Source: an optimization exercise on an open RTL-to-GDS flow (aim: small area, a short achievable clock period and few clock cycles per item). Production flows keep margins and buffers that such runs may drop. The RTL was checked by simulation tests, not by an equivalence proof against the original design. Power figures rest on the tool's default switching activity, not on a simulated workload.

--- flow/design.v ---
package prt_pkg;
   localparam int TABLE_DEPTH_DEF = 16;
   localparam logic [1:0] CMD_ADD    = 2'd0;
   localparam logic [1:0] CMD_DELETE = 2'd1;
   localparam logic [1:0] CMD_COLL   = 2'd2;
   localparam logic [1:0] CMD_EXISTS = 2'd3;
   localparam logic [2:0] ST_OK       = 3'd0;
   localparam logic [2:0] ST_INVALID  = 3'd1;
   localparam logic [2:0] ST_COLLIDE  = 3'd2;
   localparam logic [2:0] ST_FULL     = 3'd3;
   localparam logic [2:0] ST_NOTFOUND = 3'd4;
   typedef struct packed {
      logic [1:0]  command;
      logic [15:0] first_port;
      logic [15:0] range_size;
      logic        protocol;
   } req_type;
   typedef struct packed {
      logic [2:0] status;
      logic       hit;
      logic [4:0] entries_used;
   } rsp_type;
   typedef struct packed {
      logic        proto;
      logic [15:0] start;
      logic [15:0] last_port;
   } entry_type;
   typedef struct packed {
      logic overlap;
      logic exact;
   } match_type;
endpackage
module prt_cmp (
   input  prt_pkg::entry_type key,
   input  prt_pkg::entry_type entry,
   input  logic               live,
   output prt_pkg::match_type match
);
   logic same_proto;
   assign same_proto    = live && (entry.proto == key.proto);
   assign match.overlap = same_proto && (entry.start <= key.last_port)
                          && (key.start <= entry.last_port);
   assign match.exact   = same_proto && (entry.start == key.start)
                          && (entry.last_port == key.last_port);
endmodule
module prt_table #(
   parameter int DEPTH = prt_pkg::TABLE_DEPTH_DEF
) (
   input  logic                 clock,
   input  logic                 reset,
   input  prt_pkg::entry_type   key,
   input  logic                 add_en,      
   input  logic                 del_en,      
   output logic [DEPTH-1:0]     overlap,
   output logic [DEPTH-1:0]     exact,
   output logic                 full
);
   logic [32:0]        mem [DEPTH];    
   logic [DEPTH-1:0]   valid_ff, valid_in;
   logic [DEPTH-1:0]   first_free;
   for (genvar i = 0; i < DEPTH; i++) begin : g_ent
      prt_pkg::match_type m;
      prt_pkg::entry_type ent;
      assign ent = mem[i];
      prt_cmp u_cmp (
         .key   (key),
         .entry (ent),
         .live  (valid_ff[i]),
         .match (m)
      );
      assign overlap[i] = m.overlap;
      assign exact[i]   = m.exact;
      always_ff @(posedge clock) begin
         if (!valid_ff[i]) begin
            mem[i] <= key;
         end
      end
   end
   always_comb begin
      logic seen;
      seen = 1'b0;
      for (int i = 0; i < DEPTH; i++) begin
         first_free[i] = !valid_ff[i] && !seen;
         seen          = seen || !valid_ff[i];
      end
   end
   assign full = &valid_ff;
   always_comb begin
      valid_in = valid_ff;
      if (add_en) valid_in = valid_in | first_free;
      if (del_en) valid_in = valid_in & ~exact;
   end
   always_ff @(posedge clock) begin
      if (reset) begin
         valid_ff <= '0;
      end else begin
         valid_ff <= valid_in;
      end
   end
endmodule
module port_range_table_core #(
   parameter int DEPTH = prt_pkg::TABLE_DEPTH_DEF
) (
   input  logic        clock,
   input  logic        reset,
   input  logic        req_valid,
   output logic        req_ready,
   input  logic [1:0]  req_command,
   input  logic [15:0] req_first_port,
   input  logic [15:0] req_range_size,
   input  logic        req_protocol,
   output logic        rsp_valid,
   input  logic        rsp_ready,
   output logic [2:0]  rsp_status,
   output logic        rsp_hit,
   output logic [4:0]  rsp_entries_used
);
   localparam int CNT_W = $clog2(DEPTH + 1);
   logic               v1_ff;
   logic [1:0]         cmd1_ff;
   logic               bad1_ff;
   prt_pkg::entry_type key1_ff;
   logic               v2_ff;
   logic [2:0]         status_ff;
   logic               hit_ff;
   logic [CNT_W-1:0]   used_ff;
   logic [16:0]        port_sum;
   logic               adv;
   logic [DEPTH-1:0]   overlap, exact;
   logic               any_overlap, any_exact, full;
   logic               add_ok, del_ok;
   logic [2:0]         status_in;
   logic               hit_in;
   assign port_sum  = {1'b0, req_first_port} + {1'b0, req_range_size};
   assign adv       = v1_ff && (!v2_ff || rsp_ready);
   assign req_ready = !v1_ff || !v2_ff || rsp_ready;
   always_ff @(posedge clock) begin
      if (reset) begin
         v1_ff <= 1'b0;
      end else begin
         v1_ff <= (req_valid && req_ready) || (v1_ff && !adv);
      end
   end
   always_ff @(posedge clock) begin
      if (req_ready) begin
         cmd1_ff           <= req_command;
         bad1_ff           <= (req_range_size == 16'd0) || port_sum[16];
         key1_ff.proto     <= req_protocol;
         key1_ff.start     <= req_first_port;
         key1_ff.last_port <= port_sum[15:0] - 16'd1;
      end
   end
   prt_table #(
      .DEPTH(DEPTH)
   ) u_table (
      .clock   (clock),
      .reset   (reset),
      .key     (key1_ff),
      .add_en  (add_ok),
      .del_en  (del_ok),
      .overlap (overlap),
      .exact   (exact),
      .full    (full)
   );
   assign any_overlap = |overlap;
   assign any_exact   = |exact;
   assign add_ok = adv && !bad1_ff && (cmd1_ff == prt_pkg::CMD_ADD) && !any_overlap && !full;
   assign del_ok = adv && !bad1_ff && (cmd1_ff == prt_pkg::CMD_DELETE) && any_exact;
   always_comb begin
      status_in = prt_pkg::ST_OK;
      hit_in    = 1'b0;
      if (bad1_ff) begin
         status_in = prt_pkg::ST_INVALID;
      end else begin
         case (cmd1_ff)
            prt_pkg::CMD_ADD: begin
               if (any_overlap)  status_in = prt_pkg::ST_COLLIDE;
               else if (full)    status_in = prt_pkg::ST_FULL;
            end
            prt_pkg::CMD_DELETE: begin
               if (!any_exact)   status_in = prt_pkg::ST_NOTFOUND;
            end
            prt_pkg::CMD_COLL:   hit_in = any_overlap;
            default:             hit_in = any_exact;
         endcase
      end
   end
   always_ff @(posedge clock) begin
      if (reset) begin
         v2_ff   <= 1'b0;
         used_ff <= '0;
      end else begin
         v2_ff <= v1_ff || (v2_ff && !rsp_ready);
         if (add_ok) begin
            used_ff <= used_ff + CNT_W'(1);
         end else if (del_ok) begin
            used_ff <= used_ff - CNT_W'(1);
         end
      end
   end
   always_ff @(posedge clock) begin
      if (adv) begin
         status_ff <= status_in;
         hit_ff    <= hit_in;
      end
   end
   assign rsp_valid        = v2_ff;
   assign rsp_status       = status_ff;
   assign rsp_hit          = hit_ff;
   assign rsp_entries_used = 5'(used_ff);
endmodule
--- flow/run.sh ---
#!/bin/bash
# synth_recipe.tcl (not shown) runs the flow's synth.tcl, then flattens the netlist and writes it again
# the make line also repeats each setting of config.mk as NAME=value (left out here)
make -C /OpenROAD-flow-scripts/flow DESIGN_CONFIG=/design/flow/config.mk WORK_HOME=/design/flow/orfs CLKGATE_MAP_FILE= SYNTH_SCRIPT=/design/flow/synth_recipe.tcl finish
--- flow/config.mk ---
export PLATFORM = sky130hd
export DESIGN_NAME = port_range_table_core
export DESIGN_NICKNAME = port_range_table_core
export VERILOG_FILES = /design/flow/design.v
export SDC_FILE = /design/flow/constraint.sdc
export NUM_CORES = 4
export LEC_CHECK = 0
export CAP_MARGIN = 20
export CORE_MARGIN = 2
export CORE_UTILIZATION = 40
export SLEW_MARGIN = 20
--- flow/constraint.sdc ---
create_clock -name core_clock -period 5.0 [get_ports {clock}]
set_input_delay 1.0000 -clock core_clock [delete_from_list [all_inputs] [get_ports {clock}]]
set_output_delay 1.0000 -clock core_clock [all_outputs]
set_load 0.01 [all_outputs]
==> impl_metrics.ini <==
[critical_path]
arrival_ps = 5170
path_delay_family = simple AND/OR/NAND/NOR gates
critPathCaptureType = flip-flop
crit_type = flip-flop to flip-flop
crit_required_ps = 5490
cp_num_buf_inv = 3
cp_max_fo = 12
max_stage_delay_ps = 510
crit_chain = inv_1 -> buf_4 -> ha_1 -> nand4_1 -> or4_1 -> a21oi_1 -> or4_1 -> o31ai_1 -> a2111oi_4 -> nand4_4 -> nor2_4 -> inv_2 -> ha_1 -> a21o_1 -> a21oi_1 -> nor3b_1 -> o21ai_0 -> nor3b_1
start_kind = flip-flop
crit_slowest_cell = or4_1

[timing]
setup_violations = 0
rsz0062_at_grt = false
relSlewSlack = 0.3876
hold_viol = 0
setup_tns_ps = 0
fin_crit_sh = 0.9362
max_clock_freq_mhz = 213.6
period_needed_ps = 4681
drv_slew = 0
fin_worst_skew_ps = 21.59
layout_setup_ws_ps = 319.1
worst_pin_slew_ps = 910.2

[synthesis]
synth_cells = 3266
yosysSeqAreaShare = 0.4633
ys.flop_type = edfxtp_1
synthArstFlopShare = 0
ys_seq_elements = 591
synth_cell_types = 73
synth-edff-count = 568
synth.avg_cell_area_um2 = 11.58
ys_warn_count = 3
synth_fp_nets = 3839
syn_area_um2 = 37810

[placement]
place.gp.congestion = 0.8996
place_ws_ps = 365.2
hpwl_mm = 83.98
port_buffers = 49

[route]
drc = 0
drtPass1Iterations = 6
vias = 27004
wirelength_mm = 123.0
ant_nets = 0
avgViaCountPerCell = 5.674
first_iter_violations = 2668
wire_per_inst_um = 25.84

[cts]
cts_hold_buf = 0
numCtsBuffers = 70
htreeDepth = 3
cts_root_buf = clkbuf_16
post_cts_resize_count = 0
post-cts-setup-buffers = 0
cts.sinks = 591
cts.clk_slew.worst_paths_ps = 60
cts_tree = built
clockBufferDepth = 3
clock_latency_ps = 630

[global_routing]
grt.total_usage = 0.2499
grt_overflow = 0
grt_max_degree = 49
antenna_found_initial = 2
grt_pass1_vias = 26154
grt_pass1_wl_mm = 178.2

[floorplanning]
die_x_um = 311.5
die_h_um = 311.5
initial_core_util = 0.4045
die-area_um2 = 97010
rows = 112
core-area_um2 = 93470
num_io_pins = 50

[final_layout]
drive_gt1_frac = 0.06935
fin_nets = 4023
syn_to_final_growth_pct = 13.45
fillCellCount = 8565

[power_and_ir_drop]
vdd_drop_max_v = 0.0002509
p_per_area_nw_per_um2 = 410.1
leakage_nw = 17.05

[hold_path]
hold_path.class = flip-flop to flip-flop

[status]
status = finished clean

[run]
maxCapViolCount = 0
## cells by family (layout without fill, tap and decap cells)
group / after synthesis / count (layout) / synth area share
flops: 591 / 591 / 0.4633
buf+inv: 388 / 626 / 0.04609
compound gates: 486 / 486 / 0.08243
fa+ha+maj: 534 / 534 / 0.1771
simple gates: 711 / 711 / 0.1023
other cells: 0 / 1 / 0
xor+xnor: 556 / 556 / 0.1288
## sequential cells by signal (all words and copies together), names as in the netlist
signal,flops
bad1_ff,1
v1_ff,1
u_table.mem,528
hit_ff,1
v2_ff,1
cmd1_ff,2
u_table.valid_ff,16
used_ff,5
status_ff,3
key1_ff,33
## cells in the mapped netlist (all sizes together), types with 7 or more instances
library cell	n	share of area
or4	16	0.0032
nor2b	33	0.0055
o21a	17	0.0034
a21oi	190	0.025
a211oi	34	0.0074
ha	532	0.18
edfxtp	568	0.45
nand4	232	0.039
dfxtp	23	0.012
inv	316	0.031
nor2	98	0.0099
a21o	59	0.012
a2111oi	9	0.0028
nand2b	9	0.0015
or3	7	0.0012
nor4	39	0.0068
xor2	11	0.0025
o211ai	37	0.0073
o21ai	67	0.0089
nor3	58	0.0077
xnor2	545	0.13
a21boi	9	0.0018
nand3	72	0.0097
buf	70	0.015
nand2	115	0.011
and4	13	0.0030
## cell type report
cell class / count / area, um^2 / share of cell area
Multi-Input combinational cell: 2287 / 18550 / 0.4325
Sequential cell: 591 / 17520 / 0.4083
Clock buffer: 94 / 1926 / 0.04489
Timing Repair Buffer: 184 / 1829 / 0.04264
Tap cell: 1254 / 1569 / 0.03658
Inverter: 316 / 1186 / 0.02765
Clock inverter: 32 / 315.3 / 0.007350
Antenna cell: 1 / 2.502 / 0.00005833
## through the flow
stage               std cells  instance area, um^2  power, mW  utilization  hold WS, ps
finish                   4759                42900      17.59       0.4589        512.9
global placement         4632                40650      12.38       0.4349        494.0
floorplan                3266                37810      10.48            -        477.8
global route             4758                42890      18.48       0.4589        542.3
detailed placement       4632                40650      12.45       0.4349        503.5
CTS                      4758                42890      17.62       0.4589        513.1
## power by group
group	internal (mW)	switching, mW	leakage [nW]	total [mW]
Sequential	6.30	0.540	6.18	6.84
Combinational	2.26	3.33	9.77	5.58
Clock	3.02	2.15	1.09	5.17
Total	11.6	6.02	17.0	17.6
## worst reg2reg max path, cell delays in order, from the launching register on
cell and delay, ps:
edfxtp_1 430, inv_1 380, buf_4 310, ha_1 200, nand4_1 120, or4_1 510
a21oi_1 130, or4_1 120, o31ai_1 150, a2111oi_4 370, nand4_4 200, nor2_4 370
inv_2 100, ha_1 330, a21o_1 170, a21oi_1 180, nor3b_1 260, o21ai_0 100
nor3b_1 150
## layout by cell type, fill, tap and decap left out, types with 16 or more instances in the layout
cell             netlist  layout
a21oi_1              190     190
edfxtp_1             568     568
clkbuf_1               2      19
a21o_1                59      59
clkbuf_16              0      73
o21ai_0               63      63
nor2_1                97      97
inv_1                315     315
o211ai_1              37      37
nor4_1                37      37
buf_4                 10     109
nor2b_1               33      33
nand2_1              115     115
nand4_1              231     231
or4_1                 16      16
dfxtp_1               23      23
a211oi_1              29      29
o21a_1                17      17
nor3_1                58      58
buf_12                 0      26
nand3_1               71      71
clkdlybuf4s50_1        0      49
xnor2_1              545     545
ha_1                 532     532
## path summary, 6_finish.rpt
kind               start    endpoint  slack [ps]  depth (start not counted)
max reg2reg  key1_ff[11]  used_ff[4]         320                         18
min                v1_ff       v2_ff         510                          2
max          key1_ff[11]  used_ff[4]         320                         18
min reg2reg        v1_ff       v2_ff         510                          2
## metal layers
metal / GRT usage / wire length, um / share of wire / vias to the layer above
met3: 0.03308 / 8622 / 0.070 / 241
met1: 0.3420 / 53780 / 0.44 / 13250
met2: 0.4016 / 55840 / 0.45 / 1066
met5: 0 / 17 / 0.00014 / -
met4: 0.09750 / 4693 / 0.038 / 2
li1: - / - / - / 12445
Testbench counts, summed over its fixed seeds: cycles 12,016, items 12,000.

## static timing again, ports no longer ideal
How much do the figures lean on ideal ports? The routed layout below was timed once more, with nothing changed but the port constraints. Step 1 sets driving cells, clkbuf_16 on the clock port and buf_2 on the other inputs (assumed; they add their load-dependent delay and slew). Step 2 moves the port delays by t, midway between the first and last clock arrival at a register: inputs arrive t later, outputs are due t later. That takes back most of the time a late clock gives input paths. a / b / c = ideal ports / drivers / drivers and shift; a / b = the first two.
t (ns): 0.686
setup slack, ns: 0.319 / 0.319 / 0.319
worst slew at a driven data input, ns: 0.05
pins driven straight from the clock port: 1
After both steps setup and hold are still met in this run. For this run, drivers alone change the setup slack by 0.000 ns; drivers and shift together by 0.000 ns.
